This is an optimization exercise on Yosys and OpenROAD, whose aim is a short achievable clock period, few clock cycles per item and low power, not a production implementation.
Only simulation tests tie the RTL to the original design; equivalence was not proved.
Power is estimated from default activity; no workload was simulated.

### design/flow/config.mk
export PLATFORM = sky130hd
export DESIGN_NAME = fragment_reassembly_tracker_core
export DESIGN_NICKNAME = fragment_reassembly_tracker_core
export VERILOG_FILES = /design/flow/design.v
export SDC_FILE = /design/flow/constraint.sdc
export NUM_CORES = 4
export LEC_CHECK = 0
export ABC_CLOCK_PERIOD_IN_PS = 3000
export CAP_MARGIN = 20
export CORE_MARGIN = 2
export CORE_UTILIZATION = 40
export PLACE_DENSITY = 0.6
export SETUP_SLACK_MARGIN = 3.5
export SLEW_MARGIN = 20
### design/flow/constraint.sdc
create_clock -name core_clock -period 7.5 [get_ports {clk_i}]
set_input_delay 1.5000 -clock core_clock [delete_from_list [all_inputs] [get_ports {clk_i}]]
set_output_delay 1.5000 -clock core_clock [all_outputs]
set_load 0.01 [all_outputs]
### design/flow/design.v
package frt_pkg;
  localparam int unsigned FRT_MAX_FRAGS = 64;
  localparam int unsigned FUNC_W    = 1;
  localparam int unsigned KIND_W    = 2;
  localparam int unsigned MSG_W     = 16;
  localparam int unsigned FRAG_W    = 8;
  localparam int unsigned CNT_W     = 7;
  localparam int unsigned BYTES_W   = 16;
  localparam int unsigned OFFSET_W  = 24;
  localparam int unsigned ACTION_W  = 3;
  localparam int unsigned CFG_IDX_W = 2;
  localparam logic [FUNC_W-1:0] FUNC_START  = 1'b0;
  localparam logic [FUNC_W-1:0] FUNC_PACKET = 1'b1;
  localparam logic [KIND_W-1:0] KIND_DATA = 2'd0;
  localparam logic [KIND_W-1:0] KIND_NACK = 2'd1;
  localparam logic [CFG_IDX_W-1:0] CFG_MSG_HDR   = 2'd0;
  localparam logic [CFG_IDX_W-1:0] CFG_PKT_HDR   = 2'd1;
  localparam logic [CFG_IDX_W-1:0] CFG_PAGE      = 2'd2;
  localparam logic [CFG_IDX_W-1:0] CFG_FULL_FRAG = 2'd3;
  typedef enum logic [ACTION_W-1:0] {
    ACT_CLEARED         = 3'd0,
    ACT_ACCEPTED        = 3'd1,
    ACT_IGNORED         = 3'd2,
    ACT_DROPPED         = 3'd3,
    ACT_RESEND          = 3'd4,
    ACT_NACK_UNANSWERED = 3'd5,
    ACT_OTHER           = 3'd6
  } action_e;
endpackage
module fragment_reassembly_tracker_core #(
  parameter int unsigned MAX_FRAGS = frt_pkg::FRT_MAX_FRAGS
) (
  input  logic                            clk_i,
  input  logic                            rst_ni,
  input  logic                            cfg_we_i,
  input  logic [frt_pkg::CFG_IDX_W-1:0]   cfg_index_i,
  input  logic [frt_pkg::BYTES_W-1:0]     cfg_data_i,
  input  logic                            in_valid_i,
  output logic                            in_ready_o,
  input  logic [frt_pkg::FUNC_W-1:0]      func_i,
  input  logic [frt_pkg::KIND_W-1:0]      packet_kind_i,
  input  logic [frt_pkg::MSG_W-1:0]       message_number_i,
  input  logic [frt_pkg::FRAG_W-1:0]      fragment_number_i,
  input  logic [frt_pkg::CNT_W-1:0]       total_fragments_i,
  input  logic [frt_pkg::BYTES_W-1:0]     fragment_bytes_i,
  input  logic [frt_pkg::BYTES_W-1:0]     header_bytes_i,
  input  logic [frt_pkg::BYTES_W-1:0]     max_data_bytes_i,
  input  logic                            request_pending_i,
  output logic                            out_valid_o,
  input  logic                            out_ready_i,
  output logic [frt_pkg::ACTION_W-1:0]    action_o,
  output logic [frt_pkg::OFFSET_W-1:0]    page_offset_o,
  output logic [frt_pkg::BYTES_W-1:0]     copy_bytes_o,
  output logic [frt_pkg::BYTES_W-1:0]     resend_fragment_bytes_o,
  output logic                            message_complete_o
);
  localparam int unsigned IdxW  = (MAX_FRAGS > 1) ? $clog2(MAX_FRAGS) : 1;
  localparam int unsigned BW    = frt_pkg::BYTES_W;
  localparam int unsigned OW    = frt_pkg::OFFSET_W;
  localparam int unsigned FW    = frt_pkg::FRAG_W;
  localparam int unsigned CW    = frt_pkg::CNT_W;
  localparam int unsigned MW    = frt_pkg::MSG_W;
  localparam int unsigned DivW  = BW + 1;
  localparam int unsigned StepW = $clog2(DivW + 1);
  function automatic logic [BW-1:0] sub_sat(input logic [BW-1:0] a, input logic [BW-1:0] b);
    sub_sat = (a > b) ? a - b : '0;
  endfunction
  logic [BW-1:0]        mh_q, ph_q, page_q, full_q;
  logic [MW-1:0]        cur_msg_q;
  logic                 active_q;
  logic [MAX_FRAGS-1:0] map_q;
  logic [CW-1:0]        count_q;
  logic [BW-1:0]        first_q;
  logic                 v1_q;
  logic                 start_q, nack_q, data_q, pend_q, msg_only_q;
  logic [MW-1:0]        msg_q;
  logic [FW-1:0]        frag_q, mplier_q;
  logic [CW-1:0]        total_q;
  logic [BW-1:0]        dlen_q, maxd_q;
  logic                 div_q;
  logic [StepW-1:0]     step_q;
  logic [BW-1:0]        rem_q;
  logic                 out_valid_q;
  logic [2:0]           out_action_q;
  logic [OW-1:0]        out_offset_q;
  logic [BW-1:0]        out_copy_q, out_resend_q;
  logic                 out_complete_q;
  logic                 in_accept, move;
  assign move       = v1_q && !div_q && (!out_valid_q || out_ready_i);
  assign in_ready_o = !v1_q || move;
  assign in_accept  = in_valid_i && in_ready_o;
  logic [DivW-1:0]      hdr_sum;
  logic                 in_nack, in_frag_zero, in_last, in_div;
  logic [FW:0]          in_frag_p1;
  assign hdr_sum      = {1'b0, ph_q} + {1'b0, mh_q};
  assign in_nack      = (func_i == frt_pkg::FUNC_PACKET) && (packet_kind_i == frt_pkg::KIND_NACK);
  assign in_frag_zero = (fragment_number_i == '0);
  assign in_frag_p1   = {1'b0, fragment_number_i} + (FW + 1)'(1);
  assign in_last      = (in_frag_p1 == (FW + 1)'(total_fragments_i));
  assign in_div       = in_nack && request_pending_i && !in_frag_zero && in_last
                     && (max_data_bytes_i != '0);
  always_ff @(posedge clk_i) begin
    if (in_accept) begin
      start_q    <= (func_i == frt_pkg::FUNC_START);
      nack_q     <= in_nack;
      data_q     <= (func_i == frt_pkg::FUNC_PACKET) && (packet_kind_i == frt_pkg::KIND_DATA);
      pend_q     <= request_pending_i;
      msg_q      <= message_number_i;
      frag_q     <= fragment_number_i;
      mplier_q   <= in_nack ? fragment_number_i : fragment_number_i - FW'(1);
      total_q    <= total_fragments_i;
      dlen_q     <= sub_sat(fragment_bytes_i, header_bytes_i);
      maxd_q     <= max_data_bytes_i;
      msg_only_q <= in_frag_zero && ({1'b0, fragment_bytes_i} == hdr_sum);
    end
  end
  logic [DivW-1:0]      dvd;
  logic [DivW-1:0]      div_sh;
  logic [DivW:0]        div_tr;
  logic [BW-1:0]        rem_next;
  assign dvd      = {1'b0, mh_q} + {1'b0, page_q};
  assign div_sh   = {rem_q, dvd[DivW-1-step_q]};
  assign div_tr   = {1'b0, div_sh} - {2'b0, maxd_q};
  assign rem_next = div_tr[DivW] ? div_sh[BW-1:0] : div_tr[BW-1:0];
  always_ff @(posedge clk_i or negedge rst_ni) begin
    if (!rst_ni) begin
      div_q  <= 1'b0;
      step_q <= '0;
      rem_q  <= '0;
    end else if (in_accept) begin
      div_q  <= in_div;
      step_q <= '0;
      rem_q  <= '0;
    end else if (div_q) begin
      rem_q  <= rem_next;
      step_q <= step_q + StepW'(1);
      if (step_q == StepW'(DivW - 1)) begin
        div_q <= 1'b0;
      end
    end
  end
  logic [MW-1:0]        next_msg;
  logic                 frag_zero, frag_in, opens, new_open, seen, msg_match;
  logic                 last_frag, more_frags;
  logic [IdxW-1:0]      frag_idx;
  logic [BW-1:0]        zero_len;
  logic [CW-1:0]        count_inc;
  logic [DivW-1:0]      mod_sum;
  logic [OW-1:0]        prod;
  logic [OW:0]          offs_sum, offs_add;
  logic [FW:0]          frag_p1;
  assign next_msg   = cur_msg_q + MW'(1);
  assign frag_zero  = (frag_q == '0);
  assign frag_in    = (frag_q < FW'(MAX_FRAGS));
  assign frag_idx   = frag_q[IdxW-1:0];
  assign opens      = !active_q || (next_msg == msg_q);
  assign new_open   = opens && frag_zero && pend_q;
  assign seen       = !new_open && map_q[frag_idx];
  assign msg_match  = new_open || (active_q && (cur_msg_q == msg_q));
  assign zero_len   = sub_sat(dlen_q, mh_q);
  assign count_inc  = (new_open ? '0 : count_q) + CW'(1);
  assign frag_p1    = {1'b0, frag_q} + (FW + 1)'(1);
  assign last_frag  = (frag_p1 == (FW + 1)'(total_q));
  assign more_frags = (frag_p1 < (FW + 1)'(total_q));
  assign mod_sum    = dvd;
  assign prod     = OW'(mplier_q) * OW'(maxd_q);
  assign offs_add = nack_q ? ~{{(OW + 1 - BW){1'b0}}, mh_q} + (OW + 1)'(1)
                           : {{(OW + 1 - BW){1'b0}}, first_q};
  assign offs_sum = {1'b0, prod} + offs_add;
  logic [2:0]           r_action;
  logic [OW-1:0]        r_offset;
  logic [BW-1:0]        r_copy, r_resend;
  logic                 r_complete, r_accept;
  logic [DivW:0]        rs_sum;
  always_comb begin
    r_action   = frt_pkg::ACT_IGNORED;
    r_offset   = '0;
    r_copy     = '0;
    r_resend   = '0;
    r_complete = 1'b0;
    r_accept   = 1'b0;
    rs_sum     = '0;
    if (start_q) begin
      r_action = frt_pkg::ACT_CLEARED;
    end else if (nack_q) begin
      if (pend_q) begin
        r_action = frt_pkg::ACT_RESEND;
        if (frag_zero) begin
          r_copy = sub_sat(maxd_q, mh_q);
        end else if (last_frag) begin
          if (maxd_q == '0) begin
            r_copy = mod_sum[DivW-1] ? '1 : mod_sum[BW-1:0];
          end else begin
            r_copy = rem_q;
          end
        end else begin
          r_copy = maxd_q;
        end
        if (!frag_zero) begin
          r_offset = offs_sum[OW] ? '0 : offs_sum[OW-1:0];
        end
        rs_sum = {2'b0, ph_q} + {2'b0, r_copy};
        if (more_frags) begin
          r_resend = full_q;
        end else begin
          r_resend = (rs_sum[DivW:BW] != '0) ? '1 : rs_sum[BW-1:0];
        end
      end else begin
        r_action = frt_pkg::ACT_NACK_UNANSWERED;
      end
    end else if (!data_q) begin
      r_action = frt_pkg::ACT_OTHER;
    end else if (opens && !new_open) begin
      r_action = frt_pkg::ACT_IGNORED;
    end else if (!msg_match) begin
      r_action = frt_pkg::ACT_IGNORED;
    end else if (!frag_in) begin
      r_action = frt_pkg::ACT_DROPPED;
    end else if (seen) begin
      r_action = frt_pkg::ACT_IGNORED;
    end else if (!msg_only_q && frag_zero && !pend_q) begin
      r_action = frt_pkg::ACT_DROPPED;
    end else begin
      r_action   = frt_pkg::ACT_ACCEPTED;
      r_accept   = 1'b1;
      r_complete = (count_inc == total_q);
      if (msg_only_q) begin
        r_copy = '0;
      end else if (frag_zero) begin
        r_copy = zero_len;
      end else begin
        r_copy   = dlen_q;
        r_offset = offs_sum[OW-1:0];
      end
    end
  end
  always_ff @(posedge clk_i or negedge rst_ni) begin
    if (!rst_ni) begin
      mh_q        <= BW'(32);
      ph_q        <= BW'(28);
      page_q      <= BW'(4096);
      full_q      <= BW'(1500);
      cur_msg_q   <= '0;
      active_q    <= 1'b0;
      map_q       <= '0;
      count_q     <= '0;
      first_q     <= '0;
      v1_q        <= 1'b0;
      out_valid_q <= 1'b0;
    end else begin
      if (cfg_we_i) begin
        case (cfg_index_i)
          frt_pkg::CFG_MSG_HDR:   mh_q   <= cfg_data_i;
          frt_pkg::CFG_PKT_HDR:   ph_q   <= cfg_data_i;
          frt_pkg::CFG_PAGE:      page_q <= cfg_data_i;
          default:                full_q <= cfg_data_i;
        endcase
      end
      if (in_accept) begin
        v1_q <= 1'b1;
      end else if (move) begin
        v1_q <= 1'b0;
      end
      if (move) begin
        out_valid_q <= 1'b1;
      end else if (out_ready_i) begin
        out_valid_q <= 1'b0;
      end
      if (move) begin
        if (start_q) begin
          cur_msg_q <= '0;
          active_q  <= 1'b0;
          map_q     <= '0;
          count_q   <= '0;
          first_q   <= '0;
        end else if (r_accept) begin
          cur_msg_q <= msg_q;
          active_q  <= 1'b1;
          map_q     <= (new_open ? '0 : map_q) | (MAX_FRAGS'(1) << frag_idx);
          count_q   <= count_inc;
          if (frag_zero) begin
            first_q <= msg_only_q ? '0 : zero_len;
          end
        end
      end
    end
  end
  always_ff @(posedge clk_i) begin
    if (move) begin
      out_action_q   <= r_action;
      out_offset_q   <= r_offset;
      out_copy_q     <= r_copy;
      out_resend_q   <= r_resend;
      out_complete_q <= r_complete;
    end
  end
  assign out_valid_o             = out_valid_q;
  assign action_o                = out_action_q;
  assign page_offset_o           = out_offset_q;
  assign copy_bytes_o            = out_copy_q;
  assign resend_fragment_bytes_o = out_resend_q;
  assign message_complete_o      = out_complete_q;
endmodule
### design/flow/run.sh
#!/bin/bash
# synth_recipe.tcl (not shown) runs the flow's synth.tcl, then flattens the netlist and writes it again
# the make line also repeats each setting of config.mk as NAME=value (left out here)
make -C /OpenROAD-flow-scripts/flow DESIGN_CONFIG=/design/flow/config.mk WORK_HOME=/design/flow/orfs CLKGATE_MAP_FILE= SYNTH_SCRIPT=/design/flow/synth_recipe.tcl finish
==> summary.md, run 1 <==
| Metric | Value |
|---|---|
| Status | complete, no violations |
| Initial antenna violation count | 5 |
| Largest net degree at the start of global routing | 94 |
| CTS tree | built |
| Max-slew headroom | 27.8% |
| Crit path kind | reg -> reg |
| Die width | 258 microns |
| Power Density | 272 nW/um^2 |
| Cell leakage power | 13.7 nW |
| CP Launch Type | flip-flop |
| GR Overflow Total | 0 |
| FMAX | 171 MHz |
| Die Area | 66800 sq um |
| Reg-to-Reg Start | mh_q[0] |
| R2R Path End | out_offset_q[5] |
| H-tree levels | 2 |
| DRT Pass-1 Iters | 9 |
| DRT Wirelength | 85400 microns |
| Gr usage total | 25.3% |
| Core area | 64200 sq um |
| CTS Buf Count | 39 |
| DR iter-0 viols | 1899 |
| WP data arrival | 6250 ps |
| Post-route clock skew | 25.3 ps |
| Hold Path Origin | map_q[52] |
| NumNets Final | 3399 |
| HPWL Detailed | 62400 microns |
| Ys Warns | 1 |
| Post-DRT Antenna Nets | 0 |
| IO Pins | 168 |
| Cell Count Post-Placement | 3677 |
| Synth Instances | 2733 |
| Placer Congestion | 0.928 |
| Port Buffers | 167 |
| Total power | 8.84 mW |
| Final hold vios | 0 |
| Final setup viols | 0 |
| Share of cells above drive strength 1 | 19.1% |
| Synthesis-stage register bit count | 328 |
| Synth async-reset ratio | 58.5% |
| Avg Cell Area, Syn | 9.47 sq um |
| Starting Density | 40.3% |
| Cell variety after synth | 86 |
| RSZ-0062 raised after global routing | true |
| MaxCap Viol Count | 0 |
| First-pass GRT wire length | 131000 microns |
| Reg2Reg Setup Slack | 1650 ps |
| Synthesized area | 25900 sq um |
| Final Cycle Share | 78.0% |
| Max-slew violations | 0 |
| Bufs on Longest Clock Path | 3 |
| CP Max Fanout | 8 |
| Min cycle time layout | 5850 ps |
| Vias in the first global route | 22.5k |
| Setup TNS | 0 ps |
| WP data required | 7900 ps |
| EDFF count, synth | 136 |
| Reg clk slew, reported paths | 60 ps |
| Vias | 22.2k |
| Routed vias/inst | 5.72 |
| Sequential area share after synthesis | 34.4% |
| Clock insertion delay at the later pin of the skew report | 580 ps |
| Max IR drop VDD | 0.000249 V |
| Drc violations | 0 |
| Worst hold path depth | 2 |
| Area growth from synthesis to layout | 25.5% |
| Crit end category | flip-flop |
| Chip Height | 258 microns |
| Synth Net Count | 3133 |
| Hold-fix buffers at CTS | 0 |
| WHS Endpoint | map_q[52] |
| WL per Instance | 22.0 microns |
| Synth Flop Type | dfrtp_1 |
| R2R depth | 26 |
| Root Driver | clkbuf_16 |
| Tightest Pin Transition | 1080 ps |
| CTS Sinks | 328 |
| HP Class | reg -> reg |
| Core Rows | 93 |
| Final Non-Filler Cells | 3886 |
[flip-flops by register name, summed over array words and instances, names as in the netlist, 8 cells and up]
name          cells
out_offset_q     24
msg_q            16
first_q          16
cur_msg_q        16
out_copy_q       16
ph_q             16
rem_q            16
frag_q            8
mh_q             16
maxd_q           16
out_resend_q     16
mplier_q          8
page_q           16
map_q            64
full_q           16
dlen_q           16
[where the power goes]
part	leakage [nW]	switching, mW	internal, mW	total, mW
Clock	0.633	0.830	1.15	1.98
Combinational	9.19	2.62	2.03	4.64
Sequential	3.84	0.164	2.05	2.21
Total	13.7	3.61	5.23	8.84
[synthesized netlist by cell type, types with 54 or more instances]
cell	number	area (sq um)
fa_1	113	2260
nor3_1	54	270
o21ai_0	193	966
inv_1	262	983
and2_1	96	601
a21oi_1	137	686
dfrtp_1	180	4500
nand2_1	288	1080
nor2_1	125	469
edfxtp_1	136	4080
xor2_1	66	578
nand3_1	66	330
xnor2_1	111	972
clkbuf_1	80	300
ha_1	181	2260
mux2_2	54	608
[stage by stage]
step / setup WS (ps) / area, sq um / hold WS [ps] / util, %
2_1_floorplan: 1930 / 26600 / 445 / -
3_3_place_gp: 1110 / 29000 / 461 / 45.2
3_5_place_dp: 946 / 29000 / 469 / 45.2
4_1_cts: 1720 / 31900 / 483 / 49.7
5_1_grt: 1340 / 32500 / 500 / 50.6
6_report: 1650 / 32500 / 482 / 50.6
[cell usage in the layout (no fill, tap or decap), types with 26 or more instances in the layout]
master	synthesis	routed
nor2b_1	30	26
dfrtp_1	180	164
nand3_1	66	59
nor2_1	125	107
ha_1	181	159
xor2_1	66	64
o21ai_0	193	119
and2_1	96	94
clkdlybuf4s50_1	0	162
o21a_1	37	37
mux2_2	54	53
fa_1	113	107
buf_4	0	136
a21oi_1	137	112
clkbuf_16	0	41
o21ai_1	3	63
nand2_1	288	279
nor3_1	54	44
inv_1	262	249
edfxtp_1	136	136
mux2i_1	38	34
nand4_1	28	28
xnor2_1	111	106
[worst max-delay path by stage]
stage | startpoint | end | slack, ps
CTS | mh_q[1] | out_offset_q[15] | 1720
detailed placement | mh_q[1] | out_offset_q[15] | 950
global placement | mh_q[1] | out_offset_q[15] | 1110
finish | mh_q[0] | out_offset_q[5] | 1650
floorplan | mh_q[1] | out_offset_q[12] | 1930
global route | mh_q[0] | out_offset_q[5] | 1340
[final cells by class]
class / instances / area, sq um
antenna: 1 / 2.50
clock buffer: 54 / 1110
clock inverter: 18 / 195
fill: 5882 / 31800
inverter: 263 / 1030
multi-input combinational: 2040 / 17100
sequential: 328 / 8920
tap: 855 / 1070
timing repair buffer: 327 / 3060
[routing by layer]
| metal | wire length, microns | part of all wire, % | track usage (%) | vias up |
|---|---|---|---|---|
| li1 | - | - | - | 10200 |
| met1 | 37100 | 43 | 34.1 | 11000 |
| met2 | 39400 | 46 | 41.5 | 830 |
| met3 | 5110 | 6.0 | 3.22 | 182 |
| met4 | 3740 | 4.4 | 9.86 | 2 |
| met5 | 11 | 0.013 | 0 | - |
[logic make-up (layout without fill, tap and decap cells)]
group	count (synthesis)	count (layout)	synth area share, %
and+or+nand+nor	832	832	15.9
other	0	1	0
xor gates and xnor gates	178	178	6.08
DFF	328	328	34.4
muxes	102	102	4.69
AOI/OAI and AO/OA	633	634	16.0
buffers and inverters	366	662	5.43
adders and majority gates	294	294	17.5
[worst max-delay path: stages (launching register included)]
cell and delay [ps]:
dfrtp_2 450, inv_2 90, ha_4 150, nand3_4 80, nor3_4 140, buf_6 140, nand3_4 120, nor4_4 190
xnor2_2 90, mux2i_2 260, fa_2 500, inv_2 70, fa_1 420, fa_1 500, inv_2 40, fa_2 520
inv_2 50, ha_4 160, a21oi_4 150, o21ai_4 80, a211oi_2 280, a21oi_2 90, o211ai_1 200, nand3_1 120
a211o_4 400, buf_12 160, a211oi_2 230
[timing repair]
item / 4_1_cts / 5_1_grt
pin swaps: 100 / 56
endpoints found under the setup margin: 129 / 128
gates cloned: 4 / 2
setup buffers: 110 / 20
resized for setup: 181 / 92
Testbench counts, summed over its fixed seeds: cycles 3,626, items 3,355.
==> run 2, diff against run 1 <==
--- a/design/flow/config.mk
+++ b/design/flow/config.mk
@@ -7,3 +7,2 @@
 export LEC_CHECK = 0
-export ABC_CLOCK_PERIOD_IN_PS = 3000
 export CAP_MARGIN = 20
@@ -12,3 +11,2 @@
 export PLACE_DENSITY = 0.6
-export SETUP_SLACK_MARGIN = 3.5
 export SLEW_MARGIN = 20
==> run 2 against run 1 <==
Clock-buffer cell count rose by 5. Core utilization fell by 4.1 points. Final area fell by 8.0%. Largest cell class unchanged.
==> summary.md, run 2 <==
| Metric | Value |
|---|---|
| CP Launch Type | flip-flop |
| Die Area | 66800 sq um (unchanged) |
| Reg-to-Reg Start | mh_q[6] |
| Worst hold path depth | 2 (unchanged) |
| CP Max Fanout | 24 (+16) |
| Final Cycle Share | 92.1% (+14 points) |
| Largest net degree at the start of global routing | 81 (-14%) |
| Core area | 64200 sq um (unchanged) |
| Initial antenna violation count | 3 (-2) |
| FF+latch area | 8900 sq um (-0.22%) |
| CTS Buf Count | 40 (+2.6%) |
| Routed vias/inst | 5.66 (-0.92%) |
| Cell Count Post-Placement | 3678 (+0.027%) |
| Hold Path Origin | map_q[1] |
| Cell depth of the worst setup path | 22 (-15%) |
| Area leader, netlist | dfrtp_1 |
| GR Overflow Total | 0 (unchanged) |
| HPWL Detailed | 62900 microns (+0.80%) |
| Critical path buffer and inverter count | 3 (-3) |
| WHS Endpoint | map_q[1] |
| Vias in the first global route | 21.1k (-6.3%) |
| Most common cell after layout, fill and taps aside | nand2_1 |
| Chip Height | 258 microns (unchanged) |
| RSZ-0062 raised after global routing | false |
| Synth Net Count | 3133 (unchanged) |
| DRT Pass-1 Iters | 6 (-3) |
| Root Driver | clkbuf_16 |
| Placer Congestion | 0.920 (-0.78%) |
| Crit end category | flip-flop |
| Post-DRT Antenna Nets | 0 (unchanged) |
| Count leader, synth | nand2_1 |
| Ys Warns | 1 (unchanged) |
| DRT Wirelength | 81700 microns (-4.3%) |
| Vias | 21.3k (-4.3%) |
| Synthesis-stage register bit count | 328 (unchanged) |
| Area growth from synthesis to layout | 15.4% |
| Most frequent cells in the layout | nand2_1, inv_1, o21ai_0 |
| Synth async-reset ratio | 58.5% (unchanged) |
| Core Rows | 93 (unchanged) |
| Cell leakage power | 12.8 nW (-6.7%) |
| R2R Path End | out_offset_q[17] |
| Tightest Pin Transition | 1060 ps (-20.8 ps) |
| Starting Density | 40.3% (unchanged) |
| Final Non-Filler Cells | 3752 (-3.4%) |
| Crit path top cell by count | fa_1 |
| Power Density | 269 nW/um^2 (-1.3%) |
| Max-slew violations | 0 (unchanged) |
| DR iter-0 viols | 1614 (-15%) |
| Post-route clock skew | 40.2 ps (+14.9 ps) |
| Min cycle time layout | 6910 ps (+1060 ps) |
| MaxCap Viol Count | 0 (unchanged) |
| Cell variety after synth | 86 (unchanged) |
| EDFF count, synth | 136 (unchanged) |
| Top-area cell type share of the netlist area | 17.4% (unchanged) |
| Crit path kind | reg -> reg |
| Most common library cells after synthesis | nand2_1, inv_1, o21ai_0 |
| IO Pins | 168 (unchanged) |
| Share of cells above drive strength 1 | 7.08% (-12 points) |
| Setup TNS | 0 ps (unchanged) |
| WP data arrival | 7260 ps (+1010 ps) |
| Drc violations | 0 (unchanged) |
| Top flop regs | map_q x64, out_offset_q x24 |
| Max incr delay on CP | 660 ps (+140 ps) |
| Status | complete, no violations |
| Avg Cell Area, Syn | 9.47 sq um (unchanged) |
| First-pass GRT wire length | 125000 microns (-4.6%) |
| Fill cell count | 6040 (+2.7%) |
| Bufs on Longest Clock Path | 3 (unchanged) |
| Sequential area share after synthesis | 34.4% (unchanged) |
| Number of flip-flops under the largest register name | 64 (unchanged) |
| CP Cell Sequence | nor4_1 -> nand2_1 -> nor2_1 -> nand3_1 -> xnor2_1 -> mux2i_1 -> fa_1 -> inv_1 -> fa_1 -> fa_1 -> inv_1 -> fa_1 -> inv_1 -> ha_1 -> a21oi_1 -> o21ai_0 -> a211oi_1 -> a21oi_1 -> o211ai_1 -> nand3_1 -> a211o_1 -> a211oi_1 |
| Final setup viols | 0 (unchanged) |
| CTS Sinks | 328 (unchanged) |
| Port Buffers | 167 (unchanged) |
| H-tree levels | 2 (unchanged) |
| WP data required | 7860 ps (-40 ps) |
| HP Class | reg -> reg |
| CTS tree | built |
| Clock insertion delay at the later pin of the skew report | 580 ps (about the same) |
| Area of the multi-input gates | 15600 sq um (-8.6%) |
| Synth Flop Type | dfrtp_1 |
| Slowest cell on the critical path | nor4_1 |
| FMAX | 145 MHz (-15%) |
| WL per Instance | 21.8 microns (-0.92%) |
| Total power | 8.03 mW (-9.2%) |
| Reg2Reg Setup Slack | 590 ps (-1060 ps) |
| Crit path max-delay family | adder cells |
| NumNets Final | 3265 (-3.9%) |
| Max IR drop VDD | 0.000221 V (-11%) |
| Synthesized area | 25900 sq um (unchanged) |
| Die width | 258 microns (unchanged) |
| Gr usage total | 24.2% (-1.1 points) |
| R2R depth | 22 (-15%) |
| Reg with most FFs | map_q |
| Max-slew headroom | 29.0% (+1.2 points) |
| Reg clk slew, reported paths | 60 ps (about the same) |
| Top cells by area, synth | dfrtp_1, edfxtp_1, ha_1, fa_1, nand2_1 |
| Final hold vios | 0 (unchanged) |
| Synth Instances | 2733 (unchanged) |
-- run 2: logic make-up (layout without fill, tap and decap cells) --
kind of cell	count (synthesis)	count (layout)	share of synthesized area [%]
and+or+nand+nor	832	832	15.9
other	0	1	0
buffers and inverters	366	529	5.43
muxes	102	102	4.69
xor gates and xnor gates	178	178	6.08
DFF	328	328	34.4
AOI/OAI and AO/OA	633	633	16.0
adders and majority gates	294	294	17.5
-- run 2: per-layer routing --
layer	vias to the layer above	GRT usage, %	wire (microns)
met4	6	9.12	3090
li1	9903	-	-
met3	155	3.35	4740
met1	10500	32.9	36200
met2	681	39.4	37700
met5	-	0	35
-- run 2: tightest hold or removal path: cells and delay by family (launching register included) --
kind	cells	cell delay [ps]
simple gates	1	40
compound gates	1	60
flops	1	340
-- run 2: per-stage QoR --
stage / util (%) / hold slack (ps) / area [sq um] / setup slack [ps]
final: 46.5 / 477 / 29900 / 594
after CTS: 46.5 / 482 / 29900 / 588
after global routing: 46.5 / 507 / 29900 / 97.7
after global placement: 44.3 / 458 / 28400 / 836
after floorplan: - / 444 / 25900 / 1140
after detailed placement: 44.3 / 469 / 28400 / 653
-- run 2: worst max path at each step --
stage,endpoint,startpoint,slack (ps)
after detailed placement,out_offset_q[14],mh_q[6],650
after global routing,out_offset_q[14],mh_q[6],100
after CTS,out_offset_q[14],mh_q[0],590
final,out_offset_q[17],mh_q[6],590
after floorplan,div_q,out_ready_i,1140
after global placement,out_offset_q[17],mh_q[6],840
-- run 2: where the power goes --
part | internal (mW) | leakage, nW | switching [mW]
clock network | 1.26 | 0.693 | 0.820
logic | 1.53 | 8.20 | 2.19
registers | 2.05 | 3.86 | 0.177
total | 4.84 | 12.8 | 3.18
-- run 2: repair_timing --
item                       in CTS  in global routing
hold buffers                    0                  0
buffers inserted                0                  0
gates resized for setup         0                  1
setup endpoints to repair       0                  4
-- run 2: area by class of cell --
| class | count | share of cell area [%] |
|---|---|---|
| flip-flops and latches | 328 | 29.8 |
| multi-input cells | 2039 | 52.3 |
| inverters | 263 | 3.31 |
| repair buffers | 193 | 6.26 |
| well taps | 855 | 3.58 |
| clock buffers | 59 | 4.03 |
| clock inverters | 14 | 0.700 |
| diodes | 1 | 0.00838 |
==> run 3, diff against run 2 <==
--- a/design/flow/config.mk
+++ b/design/flow/config.mk
@@ -7,2 +7,3 @@
 export LEC_CHECK = 0
+export ABC_CLOCK_PERIOD_IN_PS = 2000
 export CAP_MARGIN = 20
@@ -11,2 +12,3 @@
 export PLACE_DENSITY = 0.6
+export SETUP_SLACK_MARGIN = 4.5
 export SLEW_MARGIN = 20
==> run 3 against run 2 <==
Routed wire length grew 8.3%. Clock power fell by 3%. Hold slack improved by 0.77 ps. Sequential power barely moved. Clock-buffer cell count shrank 7. Final cell count up 5.1%. Largest power group unchanged. Sequential share of layout area fell by 3.4 points. Synthesized cell count stayed put.
==> summary.md, run 3 <==
| Metric | Value |
|---|---|
| R2R Path End | out_offset_q[4] |
| Post-route clock skew | 33.1 ps (-7.10 ps) |
| Synth Instances | 2733 (unchanged) |
| Avg Cell Area, Syn | 9.47 sq um (unchanged) |
| MaxCap Viol Count | 0 (unchanged) |
| First-pass GRT wire length | 134000 microns (+7.1%) |
| Count leader, synth | nand2_1 |
| Number of flip-flops under the largest register name | 64 (unchanged) |
| HP Class | reg -> reg |
| Most common library cells after synthesis | nand2_1, inv_1, o21ai_0 |
| Die Area | 66800 sq um (unchanged) |
| RSZ-0062 raised after global routing | true |
| Crit end category | flip-flop |
| H-tree levels | 2 (unchanged) |
| Vias | 22.6k (+6.3%) |
| Reg2Reg Setup Slack | 1590 ps (+1000 ps) |
| Gr usage total | 25.8% (+1.6 points) |
| Top cells by area, synth | dfrtp_1, edfxtp_1, ha_1, fa_1, nand2_1 |
| Root Driver | clkbuf_16 |
| Clock insertion delay at the later pin of the skew report | 590 ps (about the same) |
| WHS Endpoint | map_q[48] |
| CTS Sinks | 328 (unchanged) |
| DP Worst Slack | 935 ps (+282 ps) |
| Worst hold path depth | 2 (unchanged) |
| Bufs on Longest Clock Path | 3 (unchanged) |
| Drc violations | 0 (unchanged) |
| Cell leakage power | 14.3 nW (+12%) |
| CP Max Fanout | 15 (-38%) |
| Final Cycle Share | 78.8% (-13 points) |
| CTS tree | built |
| Reg clk slew, reported paths | 60 ps (about the same) |
| Port Buffers | 167 (unchanged) |
| Top flop regs | map_q x64, out_offset_q x24 |
| Chip Height | 258 microns (unchanged) |
| Most common cell after layout, fill and taps aside | nand2_1 |
| WL per Instance | 22.4 microns (+3.0%) |
| CP Launch Type | flip-flop |
| Vias in the first global route | 22.7k (+7.7%) |
| R2R depth | 26 (+18%) |
| HPWL Detailed | 62500 microns (-0.70%) |
| Crit path kind | reg -> reg |
| Synth async-reset ratio | 58.5% (unchanged) |
| Die width | 258 microns (unchanged) |
| Setup TNS | 0 ps (unchanged) |
| WP data arrival | 6320 ps (-940 ps) |
| Share of cells above drive strength 1 | 23.6% (+17 points) |
| DRT Wirelength | 88500 microns (+8.3%) |
| Critical Path Start | mh_q[0] |
| Max-slew violations | 0 (unchanged) |
| IO Pins | 168 (unchanged) |
| GR Overflow Total | 0 (unchanged) |
| Status | complete, no violations |
| DR iter-0 viols | 1673 (+3.7%) |
| Final setup viols | 0 (unchanged) |
| Hold Path Origin | map_q[48] |
| CTS Buf Count | 40 (unchanged) |
| Reg with most FFs | map_q |
| Starting Density | 40.3% (unchanged) |
| Synthesis-stage register bit count | 328 (unchanged) |
| Area leader, netlist | dfrtp_1 |
| Placer Congestion | 0.952 (+3.4%) |
| Post-DRT Antenna Nets | 0 (unchanged) |
| FMAX | 169 MHz (+17%) |
| Largest net degree at the start of global routing | 75 (-7.4%) |
| NumNets Final | 3456 (+5.8%) |
| Power Density | 266 nW/um^2 (-1.2%) |
| Core area | 64200 sq um (unchanged) |
| DRT Pass-1 Iters | 7 (+1) |
| Tightest Pin Transition | 1060 ps (-5.85 ps) |
| Setup ws final | 1590 ps (+998 ps) |
| Ys Warns | 1 (unchanged) |
| Routed vias/inst | 5.73 (+1.1%) |
| Synth Net Count | 3133 (unchanged) |
| Max-slew headroom | 29.6% (+0.60 points) |
| Synth Flop Type | dfrtp_1 |
| Sequential area share after synthesis | 34.4% (unchanged) |
| Top-area cell type share of the netlist area | 17.4% (unchanged) |
| WP data required | 7910 ps (+50 ps) |
| Area growth from synthesis to layout | 30.4% |
| Cell variety after synth | 86 (unchanged) |
| Final hold vios | 0 (unchanged) |
| Most frequent cells in the layout | nand2_1, inv_1, buf_4 |
| Min cycle time layout | 5910 ps (-998 ps) |
| EDFF count, synth | 136 (unchanged) |
| Core Rows | 93 (unchanged) |
| Reg-to-Reg Start | mh_q[0] |
| Synthesized area | 25900 sq um (unchanged) |
| Max IR drop VDD | 0.000208 V (-5.9%) |
| Initial antenna violation count | 2 (-1) |
-- run 3: cell counts after synthesis --
No cell type changed its count.
-- run 3: report_power, final --
group	leakage (nW)	switching [mW]	total (mW)	internal, mW
logic	9.81	2.69	4.74	2.05
registers	3.84	0.160	2.21	2.05
clock network	0.657	0.848	2.01	1.16
-- run 3: repair_timing --
action,in CTS,in global routing
gates resized for setup,407,124
hold endpoints to repair,0,0
gates cloned,13,1
setup buffers,124,55
hold buffers,0,0
setup endpoints to repair,216,205
pin swaps,133,90
-- run 3: metal layers --
layer / part of all wire, % / up-vias / global-route usage (%) / routed length, microns
met3: 6.0 / 232 / 3.52 / 5280
met4: 4.9 / 0 / 11.7 / 4300
met5: 0 / - / 0 / 0
met1: 43 / 11200 / 34.4 / 37900
met2: 46 / 833 / 42.0 / 41000
li1: - / 10300 / - / -
-- run 3: worst max path at each step --
stage,endpoint
3_3_place_gp,out_offset_q[15]
2_1_floorplan,out_offset_q[12]
4_1_cts,out_offset_q[15]
5_1_grt,out_offset_q[4]
6_report,out_offset_q[4]
3_5_place_dp,out_offset_q[17]
-- run 3: layout make-up --
class | instances | area [sq um]
fillers | 5769 | 30500
flip-flops and latches | 328 | 8920
well taps | 855 | 1070
clock buffers | 52 | 1120
multi-input cells | 2044 | 17800
repair inverters | 1 | 16.3
diodes | 2 | 5.00
repair buffers | 378 | 3540
clock inverters | 21 | 216
inverters | 263 | 1030
-- run 3: logic make-up (layout without fill, tap and decap cells) --
logic type	count (synthesis)	in the layout	share of synthesized area (%)
multiplexers	102	102	4.69
other	0	2	0
AND/OR/NAND/NOR	832	832	15.9
AO/OA/AOI/OAI	633	638	16.0
flip-flops	328	328	34.4
XOR/XNOR	178	178	6.08
buffers and inverters	366	715	5.43
adder cells (fa/ha/maj)	294	294	17.5
-- run 3: worst max-delay path, cell delays in order, from the launching register on --
cell and delay, ps:
dfrtp_2 450, inv_2 100, ha_4 140, nand3_4 90, nor3_4 210, buf_4 150
nand3_1 80, xnor2_1 150, mux2i_1 220, fa_1 450, inv_1 80, fa_1 450
fa_1 550, inv_1 50, fa_1 470, inv_1 60, ha_4 280, o21a_1 130
nor2_2 60, o21ai_1 160, nand4b_1 150, a21oi_2 170, o211ai_1 110, a21o_1 200
a211o_4 380, buf_12 170, a211oi_2 230
-- run 3: through the flow --
step           area, sq um  std cells  hold slack (ps)  util, %  total power [mW]
6_report             33700       3944              478     52.5              8.96
5_1_grt              33700       3942              501     52.5              9.54
4_1_cts              32700       3886              481     51.0              8.76
3_5_place_dp         29000       3676              469     45.2              6.33
3_3_place_gp         29000       3676              457     45.2              6.23
2_1_floorplan        26600       2733              445        -              5.21

==> what the ideal ports hide <==
Ports are ideal in the flow. The routed layouts listed here were re-timed in OpenROAD. Step 1 sets driving cells, clkbuf_16 on the clock port and buf_2 on the other inputs (assumed; they add their load-dependent delay and slew). Step 2, shift: input delay + t, output delay - t, t = (earliest + latest rising clock arrival at the registers) / 2. This alone moves slack from input paths to output paths. a / b / c = ideal ports / drivers / drivers and shift; a / b = the first two.
run	t, ns	setup WS [ns]	worst register clock-pin slew, ns
run 1	0.633	1.651 / 1.651 / 1.651	0.07 / 0.07
run 2	0.621	0.594 / 0.594 / 0.594	0.07 / 0.07
run 3	0.637	1.593 / 1.593 / 1.593	0.07 / 0.07
After both steps setup and hold are still met in every run listed.
